Context: an optimization exercise on an open-source flow, tuned for small area, a short achievable clock period and few clock cycles per item. The choices shown serve that exercise and are no tape-out recipe.
No functional check of the RTL was part of any run shown here.
No activity file was given, so power comes from the tool's default toggle rates.

## flow/design.v (module list and top-level ports; edited modules follow where they fit)
// module math_core_alu: 702 lines
module math_core_alu #(
    parameter int DW = 32,
    parameter int CW = 32
) (
    input  logic          clk,
    input  logic          rst,
    input  logic [0:1]    mode,
    input  logic          in_valid,
    output logic          in_ready,
    input  logic [0:DW-1] ain,
    input  logic [0:DW-1] bin,
    output logic          out_valid,
    input  logic          out_ready,
    output logic [0:DW-1] result,
    output logic          ovf,
    output logic [0:CW-1] statistic,
    input  logic          stat_ld,
    input  logic [0:CW-1] stat_din,
    input  logic          flush,
    output logic          busy
);
  // ...
==> flow/flow/run.sh <==
#!/bin/bash
# The standard layout, with plain buf_1 port buffers and a tighter setup target
# for timing repair; the log of the whole make run goes to standard.log.
bash standard.sh BUFFER_PORTS_ARGS="-buffer_cell sky130_fd_sc_hd__buf_1" SETUP_SLACK_MARGIN=5.6 finish > standard.log 2>&1
==> flow/standard.sh <==
#!/bin/bash
# synth_recipe.tcl (not shown) runs the flow's synth.tcl, then flattens the netlist and writes it again
# the make line also repeats each setting of config.mk as NAME=value (left out here)
make -C /OpenROAD-flow-scripts/flow DESIGN_CONFIG=/design/flow/config.mk WORK_HOME=/design/flow/orfs CLKGATE_MAP_FILE= SYNTH_SCRIPT=/design/flow/synth_recipe.tcl "${@:-finish}"
==> flow/config.mk <==
export PLATFORM = sky130hd
export DESIGN_NAME = math_core_alu
export DESIGN_NICKNAME = math_core_alu
export VERILOG_FILES = /design/flow/design.v
export SDC_FILE = /design/flow/constraint.sdc
export NUM_CORES = 4
export LEC_CHECK = 0
export ABC_AREA = 1
export CAP_MARGIN = 20
export CORE_MARGIN = 2
export CORE_UTILIZATION = 40
export SLEW_MARGIN = 20
==> flow/constraint.sdc <==
create_clock -name core_clock -period 10.0 [get_ports {clk}]
set_input_delay 2.0000 -clock core_clock [delete_from_list [all_inputs] [get_ports {clk}]]
set_output_delay 2.0000 -clock core_clock [all_outputs]
set_load 0.01 [all_outputs]
==> results.txt, run 1 <==
R2R cell count 33; multi-input combinational area share between 50% and 60%; Worst Hold Class flop to flop; Setup WS pre-CTS 3.10 ns; post-synthesis sequential area ratio 26.9%; Clock-cell share between 3 and 4%; dpl cells approximately 3,400; Final Hold Fails 0; syn nets 2,956; register bit total from synthesis roughly 200; Die Width 239 um; Final Skew 0.0357 ns; initial antenna violation count 5; Resized Gates After CTS 149; GR Util met2 46.9%; CTS Sinks 204; multi-input combinational cell area 15,400 um2; end of the worst register-to-register path lo2[19]; GR met3 Demand/Resource 7.77%; diode count 4; Critical Path Slowest Stage Cell edfxtp_1; clk pwr 0.978 mW; status no timing/DRC/antenna violations; Starting Density 40.3%; top-area cell type share of the netlist area 23.0%; Adder-Cell Fraction of Synth Area 18.1%; Tap Count between 700 and 800; hold buffers post-CTS 0; Slew @ Worst Pin 0.921 ns; Worst Setup Path Type flop to flop
==> run 2, diff against run 1 <==
--- a/flow/design.v
+++ b/flow/design.v
@@ -19,16 +19,17 @@
     input  logic          flush,
     output logic          busy
 );
     logic [31:0]   a1;
     logic [31:0]   b1;
     logic [32:1]   a3_1;
     logic [10:0]   bs1_1, bs2_1, bs3_1, bs4_1;
     logic [9:0]    bneg_1;
+    logic          bgt_1;            
     logic [1:0]    m1;
     logic          v1;
     localparam int K = 20;
     logic [31:K]   s2;
     logic [31:K]   c2;
     logic [K-1:0]  lo2;
     logic          ck2;
     logic          k1_2;
@@ -640,17 +641,17 @@
     logic        is_mul, is_add, is_sub, is_max, b_gt;
     logic [31:0] s_n, c_n;
     logic        k1_n, k2_n;
     logic [K+1:0] lo_n;
     assign is_add = (m1 == 2'd0);
     assign is_sub = (m1 == 2'd1);
     assign is_mul = (m1 == 2'd2);
     assign is_max = (m1 == 2'd3);
-    assign b_gt   = b1 > a1;
+    assign b_gt   = bgt_1;
     assign s_n    = is_mul ? mul_s : ((is_max && b_gt) ? b1 : a1);
     assign c_n    = is_mul ? mul_c : (is_add ? b1 : (is_sub ? ~b1 : 32'd0));
     assign lo_n   = {1'b0, s_n[K-1:0], is_sub} + {1'b0, c_n[K-1:0], is_sub};
     assign k1_n   = is_sub || (is_mul && (g32 || mul_p32));
     assign k2_n   = is_add || is_sub || (is_mul && !g32);
     logic [33-K:0] hi;
     logic          cout;
     assign hi        = {1'b0, s2, ck2} + {1'b0, c2, ck2};
@@ -672,16 +673,17 @@
             else if (take2) v2 <= v1;
             if (stat_ld)    r_stat <= stat_din;
             else if (hs && !(&r_stat)) r_stat <= r_stat + 1'b1;
         end
     end
     always_ff @(posedge clk) begin
         if (en1) begin
             a1 <= ain;
+            bgt_1  <= bin_v > ain_v;
             bs1_1  <= bs1_in;
             bs2_1  <= bs2_in;
             bs3_1  <= bs3_in;
             bs4_1  <= bs4_in;
             bneg_1 <= {bin_v[29], bin_v[26], bin_v[23], bin_v[20], bin_v[17],
                        bin_v[14], bin_v[11], bin_v[8], bin_v[5], bin_v[2]};
             a3_1 <= a3_in[32:1];
             m1 <= mode;
==> results.txt, run 2 <==
final count of pins violating max slew 0 (unchanged); Critical Path Start ck2 (was bneg_1[5]); largest registers a1 (32), a3_1 (32), r_stat (32) (unchanged); Worst Hold Launch r_stat[0] (was r_stat[26]); status no timing/DRC/antenna violations (unchanged); Setup crit start kind flop (unchanged); clk buf depth 3 (unchanged); Die ar. 57,700 um2 (was 57,300 um2); Lkg Pwr 11.6 nW (about the same); I/O pin total 172 (unchanged); root buf cell clkbuf_16 (unchanged); Clock transition at path regs 0.06 ns (about the same); Post-DP Area 23,600 um2 (was 23,700 um2); CP Cell Sequence inv_2, fa_2, nand3b_1, and2_4, nor2_4, o21ai_2, nand2_2, a21o_1, a21oi_2, o21ai_2, a21oi_2, nor2_1, nor2_1, xor2_1, buf_2; Starting Density 40.5% (was 40.3%); Row Count 86 (unchanged); area grow syn2layout 24.0% (was 24.9%); Min Clock Period, post-route 4.87 ns (was 5.46 ns); post-synthesis sequential area ratio 26.8% (was 26.9%); final core occ 50.2% (was 50.4%); multi-input combinational cell area 15,200 um2 (was 15,400 um2); DR WL/cell 26.5 um (was 26.1 um); Critical Path Fanout Max 2 (was 6); layout cells sized above 1 20.6% (about the same); Worst Path Required 8.00 ns (was 10.31 ns); first-pass GRT wire length 138 mm (was 136 mm); largest net degree at the start of global routing 63 (was 72); Die Width 240 um (was 239 um); Critical Path Slowest Stage Cell edfxtp_1 (unchanged); Reg2Reg Launch Point bs2_1[0] (was bneg_1[5]); post-synth top area cell edfxtp_1 (unchanged); Worst-Skew Late Latency 0.58 ns (was 0.60 ns); # Max-Cap Violations 0 (unchanged); fin area 27,700 um2 (about the same); Worst Setup Path Type flop to primary output (was flop to flop); gpl congestion 1.00 (was 1.01); fin crit share 48.7% (was 54.6%); count leader, synth inv_1 (was nand2_1); Setup TNS Final 0 ns (unchanged); WHS Path Cells 1 (was 2); grt ovf 0 (unchanged); Fin Hold WS 0.578 ns (was 0.565 ns); critical path arrival 2.87 ns (was 5.78 ns); hold buffers post-CTS 0 (unchanged); diode count 0 (was 4); Peak Freq 0.205 GHz (was 0.183 GHz); port bufs 171 (unchanged); syn_area_per_cell 8.58 um2 (was 8.51 um2); Final Skew 0.0309 ns (was 0.0357 ns); CTS H-Tree Depth 1 (unchanged); CTS buffer count 26 (was 25); commonest non-fill, non-tap cell in the layout inv_1 (was nand2_1); vias in the first global route 21,551 (was 21,193); Post-synth top flop edfxtp_1 (unchanged); Post-DRT Antenna Nets 0 (unchanged); commonest non-fill, non-tap cells in the layout 309 x inv_1, 274 x nand2_1, 270 x xor2_1, 188 x buf_4, 179 x o22ai_1 (was 311 x nand2_1, 291 x inv_1, 254 x xor2_1, 223 x buf_4, 184 x o22ai_1); GRT Total Usage 32.2% (was 32.1%); Synth area leaders edfxtp_1 23%, fa_1 11%, xor2_1 11% (unchanged); CTS Sinks 205 (was 204); syn nets 2,950 (was 2,956); Setup crit end kind primary output (was flop); async set-reset flop share out of synthesis 16.6% (was 16.7%); slowest cell delay on critical path 0.46 ns (was 0.50 ns); Post-Syn Instances 2,599 (was 2,605); # fillers 5,298 (was 5,251); Worst Hold Class flop to flop (unchanged); DRC Markers 0 (unchanged); Slew @ Worst Pin 1.16 ns (was 0.921 ns); register bit total from synthesis 205 (was 204); CTS tree done (unchanged); Final Hold Fails 0 (unchanged); RSZ-0062 raised after global routing yes (unchanged); final WL 96.2 mm (was 95.6 mm); Synth Cell Area 22,300 um2 (was 22,200 um2); DP HPWL 64.8 mm (was 66.7 mm); Rel. slew slack 22.6% (was 38.6%); Nets 3,213 (was 3,239); DR vias/cell 6.18 (was 6.07); EDFF count, synth 171 (was 170); initial antenna violation count 2 (was 5); via count 22,438 (was 22,212); First-pass DRT Iterations 7 (unchanged); Core Area 55,100 um2 (was 55,000 um2); initial DRC count 3,025 (was 2,613); Synthesis Warnings 1 (unchanged); Synth cell types 54 (was 56); Register Area 5990 um2 (was 5960 um2); top-area cell type share of the netlist area 23.0% (about the same); final setup vio count 0 (unchanged); Die Ht 240 um (was 239 um); pwr dens 290 nW/um2 (was 305 nW/um2); Peak VDD IR 0.000218 V (was 0.000385 V); R2R cell count 21 (was 33); Post-synth top cells 353 x inv_1, 297 x nand2_1, 273 x xor2_1 (was 338 x nand2_1, 320 x inv_1, 271 x xor2_1)
## run 2: stage by stage
| stage | cells | power, mW | setup WS [ns] |
|---|---|---|---|
| final | 3628 | 8.01 | 5.13 |
| after global routing | 3628 | 8.50 | 4.91 |
| after CTS | 3561 | 7.35 | 4.95 |
| after detailed placement | 3384 | 6.06 | 4.30 |
| after global placement | 3384 | 6.03 | 4.46 |
| after floorplan | 2599 | 4.34 | 4.67 |
## run 2: layer usage
layer / global-route usage, % / vias up / wire length, um
li1: - / 9701 / -
met1: 42.3 / 10712 / 37200
met2: 49.1 / 1608 / 41400
met3: 9.15 / 413 / 12000
met4: 14.9 / 4 / 5570
met5: 0 / - / 23
## run 2: final timing paths
kind                        endpoint  slack, ns
hold / removal             r_stat[0]       0.58
min in group asynchronous  r_stat[1]       1.58
max in group asynchronous         v2       7.84
hold reg to reg            r_stat[0]       0.58
setup reg to reg             lo2[19]       5.43
setup / recovery           result[0]       5.13
## run 2: repair_timing
action	4_1_cts	5_1_grt
gates cloned	13	2
pin swaps	52	130
setup buffers	118	65
resized for setup	198	183
endpoints found under the setup margin	47	44
## run 2: report_power, final
group	switching, mW	leakage, nW	internal [mW]
sequential	0.172	2.26	1.20
combinational	3.30	8.89	2.37
clock	0.389	0.419	0.580
total	3.86	11.6	4.15
## run 2: cell families (layout without fill, tap and decap cells)
group	count (synthesis)	count (layout)	share of synthesized area (%)
AOI/OAI and AO/OA	675	675	20.9
and+or+nand+nor	576	576	11.3
buffers and inverters	560	841	9.68
xor gates and xnor gates	336	336	13.2
adders and majority gates	247	247	18.0
DFF	205	205	26.8
## run 2: worst max-delay path: cells and delay by family (launching register included)
kind	cells	cell delay, ns
AO/OA/AOI/OAI	5	0.69
AND/OR/NAND/NOR	6	0.53
flip-flops	1	0.46
buffers and inverters	2	0.25
adder cells (fa/ha/maj)	1	0.21
XOR/XNOR	1	0.14
## run 2: final cells by class
type,instances,share of cell area (%)
Clock buffer,30,2.41
Clock inverter,16,0.724
Multi-Input combinational cell,1834,55.0
Sequential cell,205,21.6
Inverter,375,5.87
Tap cell,748,3.38
Timing Repair Buffer,412,10.8
Timing Repair inverter,8,0.167

afterwards: timing with drivers on the ports:
The results above use ideal ports. As a check the final layouts listed here were re-extracted and re-timed, cells and wires unchanged.
Step 1 (the two cells are an assumption about what drives the block):
set clk [get_ports {clk}]
set_driving_cell -lib_cell sky130_fd_sc_hd__clkbuf_16 $clk
set_driving_cell -lib_cell sky130_fd_sc_hd__buf_2 [delete_from_list [all_inputs] $clk]
Step 2 times the ports against the registers' clock, not the clock port: input delays grow and output delays shrink by t, the midpoint of the rising clock arrivals with the driver on.
Slacks: ideal / step 1 / step 2; pairs: ideal / step 1.
run	shift t [ns]	setup WS [ns]	hold slack, ns	worst setup path at the end
run 1	0.646	4.537 / 4.537 / 4.537	0.565 / 0.565 / 0.565	register to register
run 2	0.617	5.133 / 5.077 / 5.159	0.578 / 0.578 / 0.578	input to register
After both steps every run listed still meets setup and hold.
